Context: an optimization exercise on an open-source flow, tuned for small area and a short achievable clock period. The choices shown serve that exercise and are no tape-out recipe.
In this exercise RTL edits were held to simulation tests only and were not proved equivalent to the original.
Power figures rest on the tool's default switching activity, not on a simulated workload.

==> build 44: inputs <==
==> flow/design.v <==
`timescale 1ns / 1ps
package swz_pkg;
  localparam int FRAC_BITS  = 16;
  localparam int IDX_W      = 12;
  localparam int STEP_W     = 29;
  localparam int SINT_W     = STEP_W - FRAC_BITS;   
  localparam int T4_W       = 11;                   
  localparam int RB_W       = 20;                   
  localparam int OFF_W      = 26;
  localparam int CFG_IDX_W  = 3;
  localparam int CFG_DATA_W = 32;
  localparam logic [CFG_IDX_W-1:0] REG_SOURCE_WIDTH  = 3'd0;
  localparam logic [CFG_IDX_W-1:0] REG_SOURCE_HEIGHT = 3'd1;
  localparam logic [CFG_IDX_W-1:0] REG_OUT_WIDTH     = 3'd2;
  localparam logic [CFG_IDX_W-1:0] REG_OUT_HEIGHT    = 3'd3;
  localparam logic [CFG_IDX_W-1:0] REG_STEP_X        = 3'd4;
  localparam logic [CFG_IDX_W-1:0] REG_STEP_Y        = 3'd5;
  localparam logic [CFG_IDX_W-1:0] REG_HAS_ALPHA     = 3'd6;
  localparam logic [7:0] ALPHA_OPAQUE = 8'd255;
  typedef struct packed {
    logic [IDX_W-1:0]  src_w_m1;
    logic [IDX_W-1:0]  src_h_m1;
    logic [T4_W-1:0]   out_w4m1;
    logic [T4_W-1:0]   out_h4m1;
    logic [STEP_W-1:0] step_x;
    logic [STEP_W-1:0] step_y;
    logic              has_alpha;
  } cfg_t;
endpackage
`timescale 1ns / 1ps
module swz_cfg_regs (
  input  logic          clk,
  input  logic          rst_n,
  input  logic                              cfg_wr_valid,
  output logic                              cfg_wr_ready,
  input  logic [swz_pkg::CFG_IDX_W-1:0]      cfg_wr_index,
  input  logic [swz_pkg::CFG_DATA_W-1:0]     cfg_wr_data,
  output swz_pkg::cfg_t cfg
);
  swz_pkg::cfg_t cfg_r;
  logic [12:0] wr_dim;
  logic [11:0] src_m1;
  logic [10:0] out_4m1;
  assign wr_dim = cfg_wr_data[12:0];
  assign src_m1 = wr_dim[12] ? 12'hFFF :
                  (wr_dim[11:0] == 12'd0) ? 12'd0 : wr_dim[11:0] - 12'd1;
  assign out_4m1 = wr_dim[12] ? 11'd1023 : {1'b0, wr_dim[11:2]} - 11'd1;
  assign cfg_wr_ready = 1'b1;
  assign cfg          = cfg_r;
  always_ff @(posedge clk) begin
    if (!rst_n) begin
      cfg_r.src_w_m1  <= '0;
      cfg_r.src_h_m1  <= '0;
      cfg_r.out_w4m1  <= '1;
      cfg_r.out_h4m1  <= '1;
      cfg_r.step_x    <= swz_pkg::STEP_W'(1 << swz_pkg::FRAC_BITS);
      cfg_r.step_y    <= swz_pkg::STEP_W'(1 << swz_pkg::FRAC_BITS);
      cfg_r.has_alpha <= 1'b0;
    end else if (cfg_wr_valid) begin
      case (cfg_wr_index)
        swz_pkg::REG_SOURCE_WIDTH:  cfg_r.src_w_m1  <= src_m1;
        swz_pkg::REG_SOURCE_HEIGHT: cfg_r.src_h_m1  <= src_m1;
        swz_pkg::REG_OUT_WIDTH:     cfg_r.out_w4m1  <= out_4m1;
        swz_pkg::REG_OUT_HEIGHT:    cfg_r.out_h4m1  <= out_4m1;
        swz_pkg::REG_STEP_X:        cfg_r.step_x    <= cfg_wr_data[swz_pkg::STEP_W-1:0];
        swz_pkg::REG_STEP_Y:        cfg_r.step_y    <= cfg_wr_data[swz_pkg::STEP_W-1:0];
        swz_pkg::REG_HAS_ALPHA:     cfg_r.has_alpha <= cfg_wr_data[0];
        default: ;
      endcase
    end
  end
endmodule
`timescale 1ns / 1ps
module rgba8_tile_swizzle_downscale_unit (
  input  logic       clk,
  input  logic       rst_n,
  input  logic        in_valid,
  output logic        in_ready,
  input  logic [7:0]  in_red,
  input  logic [7:0]  in_green,
  input  logic [7:0]  in_blue,
  input  logic [7:0]  in_alpha,
  output logic        out_valid,
  input  logic        out_ready,
  output logic [25:0] out_byte_offset,
  output logic [7:0]  out_alpha,
  output logic [7:0]  out_red,
  output logic [7:0]  out_green,
  output logic [7:0]  out_blue,
  output logic        out_frame_done,
  input  logic        cfg_valid,
  output logic        cfg_ready,
  input  logic [2:0]  cfg_index,
  input  logic [31:0] cfg_data
);
  localparam int FB = swz_pkg::FRAC_BITS;
  localparam int IW = swz_pkg::IDX_W;
  localparam int DW = swz_pkg::IDX_W;
  localparam int SW = swz_pkg::SINT_W;
  localparam int RW = swz_pkg::RB_W;
  swz_pkg::cfg_t cfg;
  logic [IW-1:0] src_col_r, src_row_r;      
  logic [IW-1:0] dst_col_r, dst_row_r;      
  logic          col_full_r, row_full_r;    
  logic [FB-1:0] col_frac_r, row_frac_r;    
  logic [DW-1:0] col_dist_r, row_dist_r;    
  logic          col_cy_r, row_cy_r;        
  logic [RW-1:0] row_base_r;                
  logic                      out_valid_r;
  logic [swz_pkg::OFF_W-1:0] out_offset_r;
  logic [7:0]                out_alpha_r, out_red_r, out_green_r, out_blue_r;
  logic                      out_done_r;
  logic in_fire;
  logic row_sel, col_sel, emit;
  logic row_end, frame_end;
  logic col_last, row_last;
  logic [FB:0]   col_frac_sum, row_frac_sum;
  logic [RW-1:0] blk;
  swz_cfg_regs u_cfg (
    .clk    (clk),
    .rst_n  (rst_n),
    .cfg_wr_valid (cfg_valid),
    .cfg_wr_ready (cfg_ready),
    .cfg_wr_index (cfg_index),
    .cfg_wr_data  (cfg_data),
    .cfg    (cfg)
  );
  assign in_ready = !out_valid_r || out_ready;
  assign in_fire  = in_valid && in_ready;
  assign col_sel   = !col_full_r && !cfg.out_w4m1[10] && (col_dist_r == DW'(!col_cy_r));
  assign row_sel   = !row_full_r && !cfg.out_h4m1[10] && (row_dist_r == DW'(!row_cy_r));
  assign emit      = row_sel && col_sel;
  assign row_end   = src_col_r == cfg.src_w_m1;
  assign frame_end = row_end && (src_row_r == cfg.src_h_m1);
  assign col_last  = (dst_col_r[1:0] == 2'b11) && (dst_col_r[IW-1:2] == cfg.out_w4m1[9:0]);
  assign row_last  = (dst_row_r[1:0] == 2'b11) && (dst_row_r[IW-1:2] == cfg.out_h4m1[9:0]);
  assign col_frac_sum = {1'b0, col_frac_r} + {1'b0, cfg.step_x[FB-1:0]};
  assign row_frac_sum = {1'b0, row_frac_r} + {1'b0, cfg.step_y[FB-1:0]};
  assign blk = row_base_r + RW'(dst_col_r[IW-1:2]);
  always_ff @(posedge clk) begin
    if (!rst_n) begin
      src_col_r  <= '0;
      src_row_r  <= '0;
      dst_col_r  <= '0;
      dst_row_r  <= '0;
      col_full_r <= 1'b0;
      row_full_r <= 1'b0;
      col_frac_r <= '0;
      row_frac_r <= '0;
      col_dist_r <= '0;
      row_dist_r <= '0;
      col_cy_r   <= 1'b1;
      row_cy_r   <= 1'b1;
      row_base_r <= '0;
    end else if (in_fire) begin
      if (row_end) begin
        src_col_r  <= '0;
        dst_col_r  <= '0;
        col_full_r <= 1'b0;
        col_frac_r <= '0;
        col_dist_r <= '0;
        col_cy_r   <= 1'b1;
        if (frame_end) begin
          src_row_r  <= '0;
          dst_row_r  <= '0;
          row_full_r <= 1'b0;
          row_frac_r <= '0;
          row_dist_r <= '0;
          row_cy_r   <= 1'b1;
          row_base_r <= '0;
        end else begin
          src_row_r <= src_row_r + 1'b1;
          if (row_sel) begin
            dst_row_r  <= dst_row_r + 1'b1;
            row_full_r <= row_last;
            row_frac_r <= row_frac_sum[FB-1:0];
            row_dist_r <= cfg.step_y[FB+SW-1] ? '0 : cfg.step_y[FB+DW-1:FB];
            row_cy_r   <= !cfg.step_y[FB+SW-1] && row_frac_sum[FB];
            if (dst_row_r[1:0] == 2'b11)
              row_base_r <= row_base_r + RW'(cfg.out_w4m1[9:0]) + 1'b1;
          end else begin
            row_dist_r <= row_dist_r - 1'b1;
          end
        end
      end else begin
        src_col_r <= src_col_r + 1'b1;
        if (col_sel) begin
          dst_col_r  <= dst_col_r + 1'b1;
          col_full_r <= col_last;
          col_frac_r <= col_frac_sum[FB-1:0];
          col_dist_r <= cfg.step_x[FB+SW-1] ? '0 : cfg.step_x[FB+DW-1:FB];
          col_cy_r   <= !cfg.step_x[FB+SW-1] && col_frac_sum[FB];
        end else begin
          col_dist_r <= col_dist_r - 1'b1;
        end
      end
    end
  end
  always_ff @(posedge clk) begin
    if (!rst_n) begin
      out_valid_r <= 1'b0;
    end else if (in_ready) begin
      out_valid_r <= in_valid && emit;
    end
  end
  always_ff @(posedge clk) begin
    if (in_ready) begin
      out_offset_r <= {blk, 1'b0, dst_row_r[1:0], dst_col_r[1:0], 1'b0};
      out_alpha_r  <= cfg.has_alpha ? in_alpha : swz_pkg::ALPHA_OPAQUE;
      out_red_r    <= in_red;
      out_green_r  <= in_green;
      out_blue_r   <= in_blue;
      out_done_r   <= col_last && row_last;
    end
  end
  assign out_valid       = out_valid_r;
  assign out_byte_offset = out_offset_r;
  assign out_alpha       = out_alpha_r;
  assign out_red         = out_red_r;
  assign out_green       = out_green_r;
  assign out_blue        = out_blue_r;
  assign out_frame_done  = out_done_r;
endmodule
==> flow/flow/run.sh <==
#!/bin/bash
# Standard ORFS layout (the standard.sh, unchanged synthesis), with the
# port buffers inserted as the smallest plain buffer instead of the default
# delay buffer; timing repair still resizes them where a path needs it.
set -euo pipefail
export BUFFER_PORTS_ARGS="-buffer_cell sky130_fd_sc_hd__buf_1"
bash standard.sh > standard_flow.log 2>&1
==> flow/standard.sh <==
#!/bin/bash
# synth_recipe.tcl (not shown) runs the flow's synth.tcl, then flattens the netlist and writes it again
# the make line also repeats each setting of config.mk as NAME=value (left out here)
make -C /OpenROAD-flow-scripts/flow DESIGN_CONFIG=/design/flow/config.mk WORK_HOME=/design/flow/orfs CLKGATE_MAP_FILE= SYNTH_SCRIPT=/design/flow/synth_recipe.tcl "${@:-finish}"
==> flow/config.mk <==
export PLATFORM = sky130hd
export DESIGN_NAME = rgba8_tile_swizzle_downscale_unit
export DESIGN_NICKNAME = rgba8_tile_swizzle_downscale_unit
export VERILOG_FILES = /design/flow/design.v
export SDC_FILE = /design/flow/constraint.sdc
export NUM_CORES = 4
export LEC_CHECK = 0
export ABC_CLOCK_PERIOD_IN_PS = 2500
export CAP_MARGIN = 20
export CORE_MARGIN = 2
export CORE_UTILIZATION = 55
export CTS_BUF_LIST = sky130_fd_sc_hd__clkbuf_8
export CTS_CLUSTER_DIAMETER = 50
export CTS_CLUSTER_SIZE = 12
export GPL_TIMING_DRIVEN = 0
export SETUP_SLACK_MARGIN = 2.8
export SLEW_MARGIN = 20
==> flow/constraint.sdc <==
create_clock -name core_clock -period 5.6 [get_ports {clk}]
set_input_delay 1.1200 -clock core_clock [delete_from_list [all_inputs] [get_ports {clk}]]
set_output_delay 1.1200 -clock core_clock [all_outputs]
set_load 0.01 [all_outputs]
==> build 64: changes against build 44 <==
--- a/flow/design.v
+++ b/flow/design.v
@@ -4,6 +4,7 @@
   localparam int IDX_W      = 12;
   localparam int STEP_W     = 29;
   localparam int SINT_W     = STEP_W - FRAC_BITS;   
+  localparam int DIFF_W     = SINT_W + 1;           
   localparam int T4_W       = 11;                   
   localparam int RB_W       = 20;                   
   localparam int OFF_W      = 26;
@@ -95,7 +96,7 @@
 );
   localparam int FB = swz_pkg::FRAC_BITS;
   localparam int IW = swz_pkg::IDX_W;
-  localparam int DW = swz_pkg::IDX_W;
+  localparam int DW = swz_pkg::DIFF_W;
   localparam int SW = swz_pkg::SINT_W;
   localparam int RW = swz_pkg::RB_W;
   swz_pkg::cfg_t cfg;
@@ -104,7 +105,6 @@
   logic          col_full_r, row_full_r;    
   logic [FB-1:0] col_frac_r, row_frac_r;    
   logic [DW-1:0] col_dist_r, row_dist_r;    
-  logic          col_cy_r, row_cy_r;        
   logic [RW-1:0] row_base_r;                
   logic                      out_valid_r;
   logic [swz_pkg::OFF_W-1:0] out_offset_r;
@@ -115,6 +115,7 @@
   logic row_end, frame_end;
   logic col_last, row_last;
   logic [FB:0]   col_frac_sum, row_frac_sum;
+  logic [DW-1:0] col_dist_sel, row_dist_sel;
   logic [RW-1:0] blk;
   swz_cfg_regs u_cfg (
     .clk    (clk),
@@ -127,8 +128,8 @@
   );
   assign in_ready = !out_valid_r || out_ready;
   assign in_fire  = in_valid && in_ready;
-  assign col_sel   = !col_full_r && !cfg.out_w4m1[10] && (col_dist_r == DW'(!col_cy_r));
-  assign row_sel   = !row_full_r && !cfg.out_h4m1[10] && (row_dist_r == DW'(!row_cy_r));
+  assign col_sel   = !col_full_r && !cfg.out_w4m1[10] && (col_dist_r == '0);
+  assign row_sel   = !row_full_r && !cfg.out_h4m1[10] && (row_dist_r == '0);
   assign emit      = row_sel && col_sel;
   assign row_end   = src_col_r == cfg.src_w_m1;
   assign frame_end = row_end && (src_row_r == cfg.src_h_m1);
@@ -136,6 +137,8 @@
   assign row_last  = (dst_row_r[1:0] == 2'b11) && (dst_row_r[IW-1:2] == cfg.out_h4m1[9:0]);
   assign col_frac_sum = {1'b0, col_frac_r} + {1'b0, cfg.step_x[FB-1:0]};
   assign row_frac_sum = {1'b0, row_frac_r} + {1'b0, cfg.step_y[FB-1:0]};
+  assign col_dist_sel = {1'b0, cfg.step_x[FB+SW-1:FB]} - DW'(!col_frac_sum[FB]);
+  assign row_dist_sel = {1'b0, cfg.step_y[FB+SW-1:FB]} - DW'(!row_frac_sum[FB]);
   assign blk = row_base_r + RW'(dst_col_r[IW-1:2]);
   always_ff @(posedge clk) begin
     if (!rst_n) begin
@@ -149,8 +152,6 @@
       row_frac_r <= '0;
       col_dist_r <= '0;
       row_dist_r <= '0;
-      col_cy_r   <= 1'b1;
-      row_cy_r   <= 1'b1;
       row_base_r <= '0;
     end else if (in_fire) begin
       if (row_end) begin
@@ -159,14 +160,12 @@
         col_full_r <= 1'b0;
         col_frac_r <= '0;
         col_dist_r <= '0;
-        col_cy_r   <= 1'b1;
         if (frame_end) begin
           src_row_r  <= '0;
           dst_row_r  <= '0;
           row_full_r <= 1'b0;
           row_frac_r <= '0;
           row_dist_r <= '0;
-          row_cy_r   <= 1'b1;
           row_base_r <= '0;
         end else begin
           src_row_r <= src_row_r + 1'b1;
@@ -174,8 +173,7 @@
             dst_row_r  <= dst_row_r + 1'b1;
             row_full_r <= row_last;
             row_frac_r <= row_frac_sum[FB-1:0];
-            row_dist_r <= cfg.step_y[FB+SW-1] ? '0 : cfg.step_y[FB+DW-1:FB];
-            row_cy_r   <= !cfg.step_y[FB+SW-1] && row_frac_sum[FB];
+            row_dist_r <= row_dist_sel;
             if (dst_row_r[1:0] == 2'b11)
               row_base_r <= row_base_r + RW'(cfg.out_w4m1[9:0]) + 1'b1;
           end else begin
@@ -188,8 +186,7 @@
           dst_col_r  <= dst_col_r + 1'b1;
           col_full_r <= col_last;
           col_frac_r <= col_frac_sum[FB-1:0];
-          col_dist_r <= cfg.step_x[FB+SW-1] ? '0 : cfg.step_x[FB+DW-1:FB];
-          col_cy_r   <= !cfg.step_x[FB+SW-1] && col_frac_sum[FB];
+          col_dist_r <= col_dist_sel;
         end else begin
           col_dist_r <= col_dist_r - 1'b1;
         end
==> flow/run.sh (new file) <==
#!/bin/bash
# synth_recipe.tcl (not shown) runs the flow's synth.tcl, then flattens the netlist and writes it again
# the make line also repeats each setting of config.mk as NAME=value (left out here)
make -C /OpenROAD-flow-scripts/flow DESIGN_CONFIG=/design/flow/config.mk WORK_HOME=/design/flow/orfs CLKGATE_MAP_FILE= SYNTH_SCRIPT=/design/flow/synth_recipe.tcl finish
==> flow/config.mk (replaced) <==
export PLATFORM = sky130hd
export DESIGN_NAME = rgba8_tile_swizzle_downscale_unit
export DESIGN_NICKNAME = rgba8_tile_swizzle_downscale_unit
export VERILOG_FILES = /design/flow/design.v
export SDC_FILE = /design/flow/constraint.sdc
export NUM_CORES = 4
export LEC_CHECK = 0
export CAP_MARGIN = 20
export CORE_MARGIN = 2
export CORE_UTILIZATION = 40
export SLEW_MARGIN = 20
removed: flow/flow/run.sh
removed: flow/standard.sh
==> summary of the runs <==
Against build 64, the combinational power of build 44 is larger by about 1%. Design area: build 64 is larger than build 44 (8.6%). Register-to-register slack: build 64 is worse than build 44 (2.0 ns). In hold slack, build 64 and build 44 hardly differ. Fmax: build 44 is larger than build 64 (71%). Between build 44 and build 64, the lower critical path depth is in build 44 (gap 14). Of build 64 and build 44, build 64 has the higher sequential cell count (gap 2). Of build 44 and build 64, build 44 has the higher core utilization (gap 15 points). Between build 64 and build 44, the lower sequential share of layout area is in build 64 (gap 2.9 points). Against build 44, the count of clock-buffer cells in the layout of build 64 is higher by 2.
==> figures <==
	build 64	build 44
CP Buf/Inv Count	1	2
Max IR drop VDD	209 uV	222 uV
Timing endpoint of the critical path	col_dist_r[11]$_SDFFE_PN0P_	in_ready
Portion of total power attributed to combinational logic	14.0%	16.4%
Per-cell routed wire length	16.4 microns	18.2 microns
Status	timing/DRC/antenna clean	timing/DRC/antenna clean
Power share of the sequential group	42.1%	48.2%
Share of cells above drive strength 1	6.05%	9.09%
Iteration count of the initial detailed-routing pass	5	8
Count of nets after finishing	1950	1914
Number of well-tap cells placed	468	335
Count leader, synth	sky130_fd_sc_hd__nand2_1	sky130_fd_sc_hd__dfxtp_1
Critical Path Stages	17	3
Height of the die	197 microns	165 microns
# fillers	3482	2302
Final period demand of the worst path	4.72 ns	2.77 ns
Estimated wirelength of the detail-placed design	26400 microns	28200 microns
Clock group share of total power	43.8%	35.4%
P&R area growth vs syn	19.4%	14.1%
Number of rows created at floorplan	70	59
Switching share of power	26.5%	29.9%
Worst R2R Setup Slack	0.88 ns	2.92 ns

## re-timing with driven ports
No port has a modelled driver above. Below, the same layouts with a new extraction and two added sets of constraints.
Step 1 (the two cells are an assumption about what drives the block):
set clk [get_ports {clk}]
set_driving_cell -lib_cell sky130_fd_sc_hd__clkbuf_16 $clk
set_driving_cell -lib_cell sky130_fd_sc_hd__buf_2 [delete_from_list [all_inputs] $clk]
Step 2 moves the port delays by t, midway between the first and last clock arrival at a register: inputs arrive t later, outputs are due t later. That takes back most of the time a late clock gives input paths.
a / b / c = ideal / step 1 / step 2; a / b = the first two.
run | t (ns) | setup WS [ns] | worst register clock-pin slew, ns | worst data-port slew with drivers (ns)
build 44 | 0.594 | 2.834 / 2.813 / 2.275 | 0.08 / 0.08 | 0.05
build 64 | 0.571 | 0.879 / 0.879 / 0.879 | 0.06 / 0.06 | 0.07
After both steps setup and hold are still met in every run listed. The setup slack of build 44, which loses most, moves by -0.021 ns with the drivers and by -0.559 ns with both steps.
